Background: an optimization exercise with open tools, aiming at small area. Do not read the settings as production practice. In this exercise RTL edits were held to simulation tests only and were not proved equivalent to the original.

==> module winograd_tile_buffer, before the edit <==
module winograd_tile_buffer #(
  parameter int unsigned INPUT_TILE_SIZE  = 4,
  parameter int unsigned INPUT_DATA_WIDTH = 8,
  parameter int unsigned CHANNELS         = 3,
  parameter int unsigned IMG_W            = 16,
  parameter int unsigned IMG_H            = 16
) (
  input  logic                                                    clk,
  input  logic                                                    reset,
  input  logic                                                    start,
  input  logic [CHANNELS*INPUT_DATA_WIDTH-1:0]                    s_data,
  input  logic                                                    s_valid,
  output logic                                                    s_ready,
  output logic [INPUT_TILE_SIZE*INPUT_TILE_SIZE*CHANNELS*INPUT_DATA_WIDTH-1:0] inpData,
  output logic                                                    o_valid,
  output logic [$clog2(IMG_H/2)-1:0]                              tile_row,
  output logic [$clog2(IMG_W/2)-1:0]                              tile_col,
  output logic                                                    frame_done,
  output logic                                                    busy
);
  localparam int unsigned TS  = INPUT_TILE_SIZE;
  localparam int unsigned W   = INPUT_DATA_WIDTH;
  localparam int unsigned PW  = CHANNELS * W;
  localparam int unsigned TRW = $clog2(IMG_H / 2);
  localparam int unsigned TCW = $clog2(IMG_W / 2);
  localparam int unsigned DEPTH = (TS - 1) * IMG_W + TS;
  logic            run_q;
  logic            col_par_q;
  logic [TCW-1:0]  col_hi_q;
  logic            row_par_q;
  logic [TRW-1:0]  row_hi_q;
  logic            accept;
  logic            col_zero;
  logic            last_px;
  logic            emit;
  logic [PW-1:0]   sr_q [DEPTH];
  assign s_ready  = run_q;
  assign busy     = run_q;
  assign accept   = s_valid && run_q;
  assign col_zero = !col_par_q && (col_hi_q == TCW'(6));
  assign last_px  = row_par_q && (row_hi_q == TRW'(6)) && col_par_q && (col_hi_q == TCW'(5));
  assign emit     = accept && row_par_q && (row_hi_q != TRW'(7)) && col_par_q && (col_hi_q != TCW'(6));
  always_ff @(posedge clk or negedge reset) begin
    if (!reset) begin
      run_q     <= 1'b0;
      col_par_q <= 1'b0;
      col_hi_q  <= TCW'(6);
      row_par_q <= 1'b1;
      row_hi_q  <= TRW'(6);
      o_valid   <= 1'b0;
    end else begin
      run_q   <= run_q ? !(accept && last_px) : start;
      o_valid <= emit;
      if (accept) begin
        {col_hi_q, col_par_q} <= {col_hi_q, col_par_q} + 1'b1;
        if (col_zero) begin
          {row_hi_q, row_par_q} <= {row_hi_q, row_par_q} + 1'b1;
        end
      end
    end
  end
  assign frame_done = o_valid && !run_q;
  assign tile_col = col_hi_q;
  assign tile_row = row_hi_q;
  always_ff @(posedge clk) begin
    if (accept) begin
      sr_q[0] <= s_data;
      for (int d = 1; d < DEPTH; d++) begin
        sr_q[d] <= sr_q[d-1];
      end
    end
  end
  always_comb begin
    for (int c = 0; c < CHANNELS; c++) begin
      for (int i = 0; i < TS; i++) begin
        for (int j = 0; j < TS; j++) begin
          inpData[((c*TS*TS + (TS-1-i)*TS + (TS-1-j))*W) +: W] =
            sr_q[(TS-1-i)*IMG_W + (TS-1-j)][c*W +: W];
        end
      end
    end
  end
endmodule
==> flow/config.mk <==
export PLATFORM = sky130hd
export DESIGN_NAME = winograd_tile_buffer
export DESIGN_NICKNAME = winograd_tile_buffer
export VERILOG_FILES = /design/flow/design.v
export SDC_FILE = /design/flow/constraint.sdc
export NUM_CORES = 4
export LEC_CHECK = 0
export CAP_MARGIN = 20
export CORE_MARGIN = 2
export CORE_UTILIZATION = 60
export SLEW_MARGIN = 20
==> flow/constraint.sdc <==
create_clock -name core_clock -period 4.0 [get_ports {clk}]
set_input_delay 0.8000 -clock core_clock [delete_from_list [all_inputs] [get_ports {clk}]]
set_output_delay 0.8000 -clock core_clock [all_outputs]
set_load 0.01 [all_outputs]
standard.sh (not shown) runs the stock make flow with config.mk's settings and CLKGATE_MAP_FILE= SYNTH_SCRIPT=/design/flow/synth_recipe.tcl, a recipe that flattens the netlist after the stock synthesis.
==> flow/flow/run.sh <==
#!/bin/bash
# Standard layout, with the port buffers made from the smallest buffer cell and a clock tree
# built without dummy balancing loads.
export BUFFER_PORTS_ARGS="-buffer_cell sky130_fd_sc_hd__buf_1"
export CTS_ARGS="-sink_clustering_enable -repair_clock_nets -dont_use_dummy_load -buf_list sky130_fd_sc_hd__clkbuf_8 -sink_clustering_size 20 -sink_clustering_max_diameter 50"
bash standard.sh > standard.log 2>&1
Next try:
--- a/flow/design.v
+++ b/flow/design.v
@@ -19,51 +19,44 @@
   output logic                                                    busy
 );
   localparam int unsigned TS  = INPUT_TILE_SIZE;
   localparam int unsigned W   = INPUT_DATA_WIDTH;
   localparam int unsigned PW  = CHANNELS * W;
+  localparam int unsigned CW  = $clog2(IMG_W);
+  localparam int unsigned RW  = $clog2(IMG_H);
   localparam int unsigned TRW = $clog2(IMG_H / 2);
   localparam int unsigned TCW = $clog2(IMG_W / 2);
   localparam int unsigned DEPTH = (TS - 1) * IMG_W + TS;
   logic            run_q;
-  logic            col_par_q;
-  logic [TCW-1:0]  col_hi_q;
-  logic            row_par_q;
-  logic [TRW-1:0]  row_hi_q;
+  logic [CW-1:0]   col_q;
+  logic [RW-1:0]   row_q;
   logic            accept;
-  logic            col_zero;
   logic            last_px;
   logic            emit;
   logic [PW-1:0]   sr_q [DEPTH];
-  assign s_ready  = run_q;
-  assign busy     = run_q;
-  assign accept   = s_valid && run_q;
-  assign col_zero = !col_par_q && (col_hi_q == TCW'(6));
-  assign last_px  = row_par_q && (row_hi_q == TRW'(6)) && col_par_q && (col_hi_q == TCW'(5));
-  assign emit     = accept && row_par_q && (row_hi_q != TRW'(7)) && col_par_q && (col_hi_q != TCW'(6));
+  assign s_ready = run_q;
+  assign busy    = run_q;
+  assign accept  = s_valid && run_q;
+  assign last_px = (row_q == RW'(IMG_H - 1)) && (col_q == CW'(IMG_W - 1));
+  assign emit    = accept && row_q[0] && (row_q[RW-1:1] != '0) && col_q[0] && (col_q[CW-1:1] != '0);
   always_ff @(posedge clk or negedge reset) begin
     if (!reset) begin
-      run_q     <= 1'b0;
-      col_par_q <= 1'b0;
-      col_hi_q  <= TCW'(6);
-      row_par_q <= 1'b1;
-      row_hi_q  <= TRW'(6);
-      o_valid   <= 1'b0;
+      run_q   <= 1'b0;
+      col_q   <= '0;
+      row_q   <= '0;
+      o_valid <= 1'b0;
     end else begin
       run_q   <= run_q ? !(accept && last_px) : start;
       o_valid <= emit;
       if (accept) begin
-        {col_hi_q, col_par_q} <= {col_hi_q, col_par_q} + 1'b1;
-        if (col_zero) begin
-          {row_hi_q, row_par_q} <= {row_hi_q, row_par_q} + 1'b1;
-        end
+        {row_q, col_q} <= {row_q, col_q} + 1'b1;
       end
     end
   end
   assign frame_done = o_valid && !run_q;
-  assign tile_col = col_hi_q;
-  assign tile_row = row_hi_q;
+  assign tile_col = TCW'(col_q[CW-1:1]) - TCW'(2);
+  assign tile_row = TRW'(row_q[RW-1:1]) - TRW'(1) - TRW'(col_q == '0);
   always_ff @(posedge clk) begin
     if (accept) begin
       sr_q[0] <= s_data;
       for (int d = 1; d < DEPTH; d++) begin
         sr_q[d] <= sr_q[d-1];
=> Synthesized cell count grows by about 1.2%. Maximum frequency shrinks by 25%. Flip-flop and latch count does not change. Via count shrinks by 0.47%. Die area barely changes. Worst hold slack improves by 0.0086 ns. Routed wire length shrinks by 1.7%.

port drivers added, routing unchanged:
In the flow no input, the clock included, has a driving cell. The finished layouts below were timed again as built, in two steps. Step 1 assumes that a clkbuf_16 drives the clock port and a buf_2 every other input. Step 2 adds t to the input delays and takes it off the output delays; t is the mean of the earliest and latest rising clock arrival at the registers after step 1. Input paths then give back, and output paths get back, about the clock's delay inside the block. Slacks: ideal / step 1 / step 2; pairs: ideal / step 1.
run | t (ns) | setup WS [ns] | clock arrival spread, ns
the first run | 0.728 | 1.766 / 1.709 / 1.316 | 0.087 / 0.087
the second run | 0.722 | 1.041 / 0.978 / 1.251 | 0.068 / 0.067
After both steps every run listed still meets setup and hold. The setup slack of the first run, which loses most, moves by -0.057 ns with the drivers and by -0.450 ns with both steps.
